Context: an optimization exercise on an open-source flow, tuned for small area. The choices shown serve that exercise and are no tape-out recipe. At most, simulation tests tie the RTL to the original design; equivalence was not proved. Power is estimated from default activity; no workload was simulated.

==> run K <==
==> flow/design.v (excerpt) <==
module valu_top (
  input  logic                   clk,
  input  logic                   reset,
  input  logic                   in_valid,
  input  valu_op_pkg::vop_e      in_op,
  input  logic                   in_frac,
  input  logic                   in_half,
  input  logic [(4 * 16)-1:0] in_a,
  input  logic [(4 * 16)-1:0] in_b,
  output logic                   result_valid,
  output logic [(4 * 16)-1:0] result
);
==> module valu_top, before the edit <==
module valu_top (
  input  logic                   clk,
  input  logic                   reset,
  input  logic                   in_valid,
  input  valu_op_pkg::vop_e      in_op,
  input  logic                   in_frac,
  input  logic                   in_half,
  input  logic [(4 * 16)-1:0] in_a,
  input  logic [(4 * 16)-1:0] in_b,
  output logic                   result_valid,
  output logic [(4 * 16)-1:0] result
);
  logic [63:0]     a0, b0;
  logic [2:0]      op0;
  logic            frac0, half0;
  logic            is_mul, add_b, neg_b, use_acc, save;
  logic [4*18-1:0] q_next, q1;
  logic [63:0]     r_next, r2;
  logic [63:0]     acc;
  logic            v0, v1, v2;
  logic            frac1, half1, acc1, save1;
  valu_decode valu_decode_i (.in_op(op0), .is_mul, .add_b, .neg_b, .use_acc, .save);
  for (genvar l = 0; l < 4; l++) begin : g_lane
    valu_add valu_add_i (
      .a(a0[16*l +: 16]), .b(b0[16*l +: 16]), .half(half0), .frac(frac0),
      .is_mul, .add_b, .neg_b, .q(q_next[18*l +: 18])
    );
    valu_round valu_round_i (
      .q(q1[18*l +: 18]), .acc(acc[16*l +: 16]), .use_acc(acc1), .half(half1), .frac(frac1),
      .r(r_next[16*l +: 16])
    );
  end
  always_ff @(posedge clk or posedge reset) begin
    if (reset) begin
      v0           <= 1'b0;
      v1           <= 1'b0;
      v2           <= 1'b0;
      result_valid <= 1'b0;
      acc          <= '0;
    end else begin
      v0           <= in_valid;
      v1           <= v0;
      v2           <= v1;
      result_valid <= v2;
      if (v1 && save1) acc <= r_next;
    end
  end
  always_ff @(posedge clk) begin
    a0     <= in_a;
    b0     <= in_b;
    op0    <= in_op;
    frac0  <= in_frac;
    half0  <= in_half;
    q1     <= q_next;
    frac1  <= frac0;
    half1  <= half0;
    acc1   <= use_acc;
    save1  <= save;
    r2     <= r_next;
    result <= r2;
  end
endmodule
Settings: LEC_CHECK=0, ABC_AREA=1, CAP_MARGIN=20, CORE_MARGIN=2, CORE_UTILIZATION=40, CTS_CLUSTER_DIAMETER=70, CTS_CLUSTER_SIZE=30, SLEW_MARGIN=20; clock period 7.0 ns.
run.sh (not shown) runs the stock make flow with config.mk's settings and CLKGATE_MAP_FILE= SYNTH_SCRIPT=/design/flow/synth_recipe.tcl, a recipe that flattens the netlist after the stock synthesis.
==> inputs of run R, as changes to run K <==
--- a/flow/design.v
+++ b/flow/design.v
@@ -861,5 +861,5 @@
   logic [63:0]     a0, b0;
-  logic [2:0]      op0;
   logic            frac0, half0;
   logic            is_mul, add_b, neg_b, use_acc, save;
+  logic            mul0, add_b0, neg_b0, use_acc0, save0;
   logic [4*18-1:0] q_next, q1;
@@ -869,3 +869,3 @@
   logic            frac1, half1, acc1, save1;
-  valu_decode valu_decode_i (.in_op(op0), .is_mul, .add_b, .neg_b, .use_acc, .save);
+  valu_decode valu_decode_i (.in_op, .is_mul, .add_b, .neg_b, .use_acc, .save);
   for (genvar l = 0; l < 4; l++) begin : g_lane
@@ -873,3 +873,3 @@
       .a(a0[16*l +: 16]), .b(b0[16*l +: 16]), .half(half0), .frac(frac0),
-      .is_mul, .add_b, .neg_b, .q(q_next[18*l +: 18])
+      .is_mul(mul0), .add_b(add_b0), .neg_b(neg_b0), .q(q_next[18*l +: 18])
     );
@@ -898,3 +898,7 @@
     b0     <= in_b;
-    op0    <= in_op;
+    mul0     <= is_mul;
+    add_b0   <= add_b;
+    neg_b0   <= neg_b;
+    use_acc0 <= use_acc;
+    save0    <= save;
     frac0  <= in_frac;
@@ -904,4 +908,4 @@
     half1  <= half0;
-    acc1   <= use_acc;
-    save1  <= save;
+    acc1   <= use_acc0;
+    save1  <= save0;
     r2     <= r_next;
- CTS_BUF_LIST: not set -> sky130_fd_sc_hd__clkbuf_4 sky130_fd_sc_hd__clkbuf_8
- CTS_CLUSTER_DIAMETER: 70 -> not set
- CTS_CLUSTER_SIZE: 30 -> not set
==> qor summary <==
| quantity | run R | run K |
|---|---|---|
| Run status | no timing/DRC/antenna violations | no timing/DRC/antenna violations |
| Vias after detailed routing | 36580 | 35457 |
| Startpoint of the most critical hold path | r2[60]$_DFF_P_ | r2[30]$_DFF_P_ |
| Finished Layout Cells | 7003 | 6863 |
| Multi-input gate share of total cell area | 0.615 | 0.617 |
| Initial core utilization | 0.404 | 0.403 |
| Power per standard cell area | 423 nW/um^2 | 442 nW/um^2 |
| Minimum period implied by the final worst setup slack | 6.60 ns | 6.61 ns |
| Number of antenna repair diodes | 3 | 0 |
| Power of the sequential group | 3.80 mW | 3.78 mW |
| Length of routed met2 wiring | 63300 um | 58200 um |
| Final-stage net count | 6459 | 6343 |
| Crit-path slowest cell | nor3_1 | fa_1 |
No functional check of the RTL was part of any run of this note.

========
==> inputs of run M <==
Another version of the RTL of valu_top (not shown whole).
==> module valu_top, before the edit <==
module valu_top (
  input  logic                   clk,
  input  logic                   reset,
  input  logic                   in_valid,
  input  valu_op_pkg::vop_e      in_op,
  input  logic                   in_frac,
  input  logic                   in_half,
  input  logic [(4 * 16)-1:0] in_a,
  input  logic [(4 * 16)-1:0] in_b,
  output logic                   result_valid,
  output logic [(4 * 16)-1:0] result
);
  logic            is_mul, add_b, neg_b, use_acc, save;
  logic [4*18-1:0] q_next, q1;
  logic [63:0]     r_next, r2, r3;
  logic [63:0]     acc;
  logic            acc_set;
  logic            v1, v2, v3;
  logic            frac1, half1, acc1, save1;
  valu_decode valu_decode_i (.in_op, .is_mul, .add_b, .neg_b, .use_acc, .save);
  for (genvar l = 0; l < 4; l++) begin : g_lane
    valu_add valu_add_i (
      .a(in_a[16*l +: 16]), .b(in_b[16*l +: 16]), .half(in_half), .frac(in_frac),
      .is_mul, .add_b, .neg_b, .q(q_next[18*l +: 18])
    );
    valu_round valu_round_i (
      .q(q1[18*l +: 18]), .acc(acc[16*l +: 16]), .use_acc(acc1 && acc_set), .half(half1),
      .frac(frac1),
      .r(r_next[16*l +: 16])
    );
  end
  always_ff @(posedge clk or posedge reset) begin
    if (reset) begin
      v1           <= 1'b0;
      v2           <= 1'b0;
      v3           <= 1'b0;
      result_valid <= 1'b0;
      acc_set      <= 1'b0;
    end else begin
      v1           <= in_valid;
      v2           <= v1;
      v3           <= v2;
      result_valid <= v3;
      if (v1 && save1) acc_set <= 1'b1;
    end
  end
  always_ff @(posedge clk) begin
    if (v1 && save1) acc <= r_next;
  end
  always_ff @(posedge clk) begin
    q1     <= q_next;
    frac1  <= in_frac;
    half1  <= in_half;
    acc1   <= use_acc;
    save1  <= save;
    r2     <= r_next;
    r3     <= r2;
    result <= r3;
  end
endmodule
export LEC_CHECK = 0
export ABC_AREA = 1
export CAP_MARGIN = 20
export CORE_MARGIN = 2
export CORE_UTILIZATION = 40
export SLEW_MARGIN = 20
export SYNTH_HIERARCHICAL = 1
create_clock -name core_clock -period 7.0 [get_ports {clk}]
standard.sh (not shown) runs the stock make flow with config.mk's settings and CLKGATE_MAP_FILE= SYNTH_SCRIPT=/design/flow/synth_recipe.tcl, a recipe that flattens the netlist after the stock synthesis.
==> flow/flow/run.sh <==
#!/bin/bash
# The standard layout with the standard synthesis unchanged, with two changes:
#  - the port buffers are plain buf_1 cells (buffer_ports otherwise picks a delay-buffer cell)
#  - clock tree synthesis adds no dummy loads at the clock tree leaves
# The make output (every tool's log is also kept under orfs/logs) goes to standard.log.
set -euo pipefail
bash standard.sh \
  BUFFER_PORTS_ARGS="-buffer_cell sky130_fd_sc_hd__buf_1" \
  CTS_ARGS="-sink_clustering_enable -repair_clock_nets -dont_use_dummy_load -sink_clustering_size 16 -sink_clustering_max_diameter 60 -buf_list sky130_fd_sc_hd__clkbuf_8" \
  finish > standard.log 2>&1
==> run C: changes against run M <==
--- a/flow/design.v
+++ b/flow/design.v
@@ -862,18 +862,21 @@
   output logic                   result_valid,
   output logic [(4 * 16)-1:0] result
 );
+  logic [63:0]     a0, b0;
+  logic            frac0, half0;
   logic            is_mul, add_b, neg_b, use_acc, save;
+  logic            mul0, add_b0, neg_b0, use_acc0, save0;
   logic [4*18-1:0] q_next, q1;
-  logic [63:0]     r_next, r2, r3;
+  logic [63:0]     r_next, r2;
   logic [63:0]     acc;
   logic            acc_set;
-  logic            v1, v2, v3;
+  logic            v0, v1, v2;
   logic            frac1, half1, acc1, save1;
   valu_decode valu_decode_i (.in_op, .is_mul, .add_b, .neg_b, .use_acc, .save);
   for (genvar l = 0; l < 4; l++) begin : g_lane
     valu_add valu_add_i (
-      .a(in_a[16*l +: 16]), .b(in_b[16*l +: 16]), .half(in_half), .frac(in_frac),
-      .is_mul, .add_b, .neg_b, .q(q_next[18*l +: 18])
+      .a(a0[16*l +: 16]), .b(b0[16*l +: 16]), .half(half0), .frac(frac0),
+      .is_mul(mul0), .add_b(add_b0), .neg_b(neg_b0), .q(q_next[18*l +: 18])
     );
     valu_round valu_round_i (
       .q(q1[18*l +: 18]), .acc(acc[16*l +: 16]), .use_acc(acc1 && acc_set), .half(half1),
@@ -883,16 +886,16 @@
   end
   always_ff @(posedge clk or posedge reset) begin
     if (reset) begin
+      v0           <= 1'b0;
       v1           <= 1'b0;
       v2           <= 1'b0;
-      v3           <= 1'b0;
       result_valid <= 1'b0;
       acc_set      <= 1'b0;
     end else begin
-      v1           <= in_valid;
+      v0           <= in_valid;
+      v1           <= v0;
       v2           <= v1;
-      v3           <= v2;
-      result_valid <= v3;
+      result_valid <= v2;
       if (v1 && save1) acc_set <= 1'b1;
     end
   end
@@ -900,13 +903,21 @@
     if (v1 && save1) acc <= r_next;
   end
   always_ff @(posedge clk) begin
+    a0     <= in_a;
+    b0     <= in_b;
+    mul0     <= is_mul;
+    add_b0   <= add_b;
+    neg_b0   <= neg_b;
+    use_acc0 <= use_acc;
+    save0    <= save;
+    frac0  <= in_frac;
+    half0  <= in_half;
     q1     <= q_next;
-    frac1  <= in_frac;
-    half1  <= in_half;
-    acc1   <= use_acc;
-    save1  <= save;
+    frac1  <= frac0;
+    half1  <= half0;
+    acc1   <= use_acc0;
+    save1  <= save0;
     r2     <= r_next;
-    r3     <= r2;
-    result <= r3;
+    result <= r2;
   end
 endmodule
--- a/flow/config.mk
+++ b/flow/config.mk
@@ -8,6 +8,6 @@
 export ABC_AREA = 1
 export CAP_MARGIN = 20
 export CORE_MARGIN = 2
-export CORE_UTILIZATION = 40
+export CORE_UTILIZATION = 60
 export SLEW_MARGIN = 20
 export SYNTH_HIERARCHICAL = 1
==> run D: changes against run M <==
--- a/flow/design.v
+++ b/flow/design.v
@@ -862,18 +862,21 @@
   output logic                   result_valid,
   output logic [(4 * 16)-1:0] result
 );
+  logic [63:0]     a0, b0;
+  logic            frac0, half0;
   logic            is_mul, add_b, neg_b, use_acc, save;
+  logic            mul0, add_b0, neg_b0, use_acc0, save0;
   logic [4*18-1:0] q_next, q1;
-  logic [63:0]     r_next, r2, r3;
+  logic [63:0]     r_next, r2;
   logic [63:0]     acc;
   logic            acc_set;
-  logic            v1, v2, v3;
+  logic            v0, v1, v2;
   logic            frac1, half1, acc1, save1;
   valu_decode valu_decode_i (.in_op, .is_mul, .add_b, .neg_b, .use_acc, .save);
   for (genvar l = 0; l < 4; l++) begin : g_lane
     valu_add valu_add_i (
-      .a(in_a[16*l +: 16]), .b(in_b[16*l +: 16]), .half(in_half), .frac(in_frac),
-      .is_mul, .add_b, .neg_b, .q(q_next[18*l +: 18])
+      .a(a0[16*l +: 16]), .b(b0[16*l +: 16]), .half(half0), .frac(frac0),
+      .is_mul(mul0), .add_b(add_b0), .neg_b(neg_b0), .q(q_next[18*l +: 18])
     );
     valu_round valu_round_i (
       .q(q1[18*l +: 18]), .acc(acc[16*l +: 16]), .use_acc(acc1 && acc_set), .half(half1),
@@ -883,16 +886,16 @@
   end
   always_ff @(posedge clk or posedge reset) begin
     if (reset) begin
+      v0           <= 1'b0;
       v1           <= 1'b0;
       v2           <= 1'b0;
-      v3           <= 1'b0;
       result_valid <= 1'b0;
       acc_set      <= 1'b0;
     end else begin
-      v1           <= in_valid;
+      v0           <= in_valid;
+      v1           <= v0;
       v2           <= v1;
-      v3           <= v2;
-      result_valid <= v3;
+      result_valid <= v2;
       if (v1 && save1) acc_set <= 1'b1;
     end
   end
@@ -900,13 +903,21 @@
     if (v1 && save1) acc <= r_next;
   end
   always_ff @(posedge clk) begin
+    a0     <= in_a;
+    b0     <= in_b;
+    mul0     <= is_mul;
+    add_b0   <= add_b;
+    neg_b0   <= neg_b;
+    use_acc0 <= use_acc;
+    save0    <= save;
+    frac0  <= in_frac;
+    half0  <= in_half;
     q1     <= q_next;
-    frac1  <= in_frac;
-    half1  <= in_half;
-    acc1   <= use_acc;
-    save1  <= save;
+    frac1  <= frac0;
+    half1  <= half0;
+    acc1   <= use_acc0;
+    save1  <= save0;
     r2     <= r_next;
-    r3     <= r2;
-    result <= r3;
+    result <= r2;
   end
 endmodule
==> run G: changes against run M <==
--- a/flow/design.v
+++ b/flow/design.v
@@ -862,18 +862,21 @@
   output logic                   result_valid,
   output logic [(4 * 16)-1:0] result
 );
+  logic [63:0]     a0, b0;
+  logic            frac0, half0;
   logic            is_mul, add_b, neg_b, use_acc, save;
+  logic            mul0, add_b0, neg_b0, use_acc0, save0;
   logic [4*18-1:0] q_next, q1;
-  logic [63:0]     r_next, r2, r3;
+  logic [63:0]     r_next, r2;
   logic [63:0]     acc;
   logic            acc_set;
-  logic            v1, v2, v3;
+  logic            v0, v1, v2;
   logic            frac1, half1, acc1, save1;
   valu_decode valu_decode_i (.in_op, .is_mul, .add_b, .neg_b, .use_acc, .save);
   for (genvar l = 0; l < 4; l++) begin : g_lane
     valu_add valu_add_i (
-      .a(in_a[16*l +: 16]), .b(in_b[16*l +: 16]), .half(in_half), .frac(in_frac),
-      .is_mul, .add_b, .neg_b, .q(q_next[18*l +: 18])
+      .a(a0[16*l +: 16]), .b(b0[16*l +: 16]), .half(half0), .frac(frac0),
+      .is_mul(mul0), .add_b(add_b0), .neg_b(neg_b0), .q(q_next[18*l +: 18])
     );
     valu_round valu_round_i (
       .q(q1[18*l +: 18]), .acc(acc[16*l +: 16]), .use_acc(acc1 && acc_set), .half(half1),
@@ -883,16 +886,16 @@
   end
   always_ff @(posedge clk or posedge reset) begin
     if (reset) begin
+      v0           <= 1'b0;
       v1           <= 1'b0;
       v2           <= 1'b0;
-      v3           <= 1'b0;
       result_valid <= 1'b0;
       acc_set      <= 1'b0;
     end else begin
-      v1           <= in_valid;
+      v0           <= in_valid;
+      v1           <= v0;
       v2           <= v1;
-      v3           <= v2;
-      result_valid <= v3;
+      result_valid <= v2;
       if (v1 && save1) acc_set <= 1'b1;
     end
   end
@@ -900,13 +903,21 @@
     if (v1 && save1) acc <= r_next;
   end
   always_ff @(posedge clk) begin
+    a0     <= in_a;
+    b0     <= in_b;
+    mul0     <= is_mul;
+    add_b0   <= add_b;
+    neg_b0   <= neg_b;
+    use_acc0 <= use_acc;
+    save0    <= save;
+    frac0  <= in_frac;
+    half0  <= in_half;
     q1     <= q_next;
-    frac1  <= in_frac;
-    half1  <= in_half;
-    acc1   <= use_acc;
-    save1  <= save;
+    frac1  <= frac0;
+    half1  <= half0;
+    acc1   <= use_acc0;
+    save1  <= save0;
     r2     <= r_next;
-    r3     <= r2;
-    result <= r3;
+    result <= r2;
   end
 endmodule
--- a/flow/flow/run.sh
+++ b/flow/flow/run.sh
@@ -6,5 +6,5 @@
 set -euo pipefail
 bash standard.sh \
   BUFFER_PORTS_ARGS="-buffer_cell sky130_fd_sc_hd__buf_1" \
-  CTS_ARGS="-sink_clustering_enable -repair_clock_nets -dont_use_dummy_load -sink_clustering_size 16 -sink_clustering_max_diameter 60 -buf_list sky130_fd_sc_hd__clkbuf_8" \
+  CTS_ARGS="-sink_clustering_enable -repair_clock_nets -dont_use_dummy_load -sink_clustering_size 24 -sink_clustering_max_diameter 80" \
   finish > standard.log 2>&1
==> qor summary <==
Number of instances in the synthesized netlist: run M 4,575; run G 4,646; run C 4,646; run D 4,646
Post-DR vias/cell: run M 5.20; run G 5.36; run C 5.80; run D 5.34
Post-Syn Area: run M 40,300 um2; run G 41,700 um2; run C 41,700 um2; run D 41,700 um2
Clock power share: run M 4.4%; run G 8.4%; run C 7.0%; run D 7.7%
Status: run M no timing/DRC/antenna violations; run G no timing/DRC/antenna violations; run C no timing/DRC/antenna violations; run D no timing/DRC/antenna violations
Detail Route met3 WL: run M 7910 um; run G 8650 um; run C 10,600 um; run D 8450 um
Post-route cell area: run M 48,700 um2; run G 44,800 um2; run C 44,100 um2; run D 44,700 um2
Num rows: run M 116; run G 118; run C 96; run D 118
Routed wl met2: run M 59,100 um; run G 54,700 um; run C 53,500 um; run D 54,900 um
Sequential Area: run M 7410 um2; run G 8850 um2; run C 8850 um2; run D 8850 um2
Detailed-placement wirelength estimate: run M 110,000 um; run G 100,000 um; run C 95,900 um; run D 100,000 um
Worst r2r path cells: run M 24; run G 25; run C 23; run D 25
Timing startpoint of the critical path: run M in_op[1]; run G mul0$_DFF_P_; run C half0$_DFF_P_; run D mul0$_DFF_P_
Share of the clock period used by the worst path: run M 97.8%; run G 94.6%; run C 93.4%; run D 95.8%
Depth of the CTS H-tree: run M 1; run G 1; run C 2; run D 2
Final design utilization: run M 48.7%; run G 43.3%; run C 64.1%; run D 43.2%
Clock Power: run M 952 uW; run G 1600 uW; run C 1320 uW; run D 1450 uW
Type of the worst setup path: run M primary input to flop; run G flop to flop; run C flop to flop; run D flop to flop
Worst relative slew slack: run M 47.8%; run G 45.7%; run C 44.4%; run D 44.1%
Pre-antenna DRT Iters: run M 5; run G 5; run C 8; run D 6
No functional check of the RTL was part of run M.

-- port drivers added, routing unchanged --
The flow's constraints put no driver on any port. The routed layouts listed below were extracted and timed again, unchanged, in two steps.
Step 1 assumes that a clkbuf_16 drives the clock port and a buf_2 every other input.
Step 2, shift: input delay + t, output delay - t, t = (earliest + latest rising clock arrival at the registers) / 2. This alone moves slack from input paths to output paths.
a / b / c = no drivers / after step 1 / after step 2; a / b = the first two.
run | shift t [ns] | slack for setup (ns) | clock arrival spread, ns | pins driven straight from the clock port
run K | 0.689 | 0.389 / 0.389 / 0.389 | 0.034 / 0.034 | 1
run R | 0.773 | 0.405 / 0.405 / 0.405 | 0.053 / 0.054 | 1
run M | 0.633 | 0.155 / 0.184 / -0.449 | 0.068 / 0.068 | 1
run C | 0.703 | 0.459 / 0.459 / 0.459 | 0.093 / 0.093 | 1
run D | 0.763 | 0.293 / 0.293 / 0.293 | 0.119 / 0.118 | 1
run G | 0.702 | 0.375 / 0.375 / 0.375 | 0.055 / 0.055 | 1
With both steps, setup timing fails in run M, where it was met with ideal ports. For run M, which loses most, drivers alone change the setup slack by +0.029 ns; drivers and shift together by -0.604 ns.
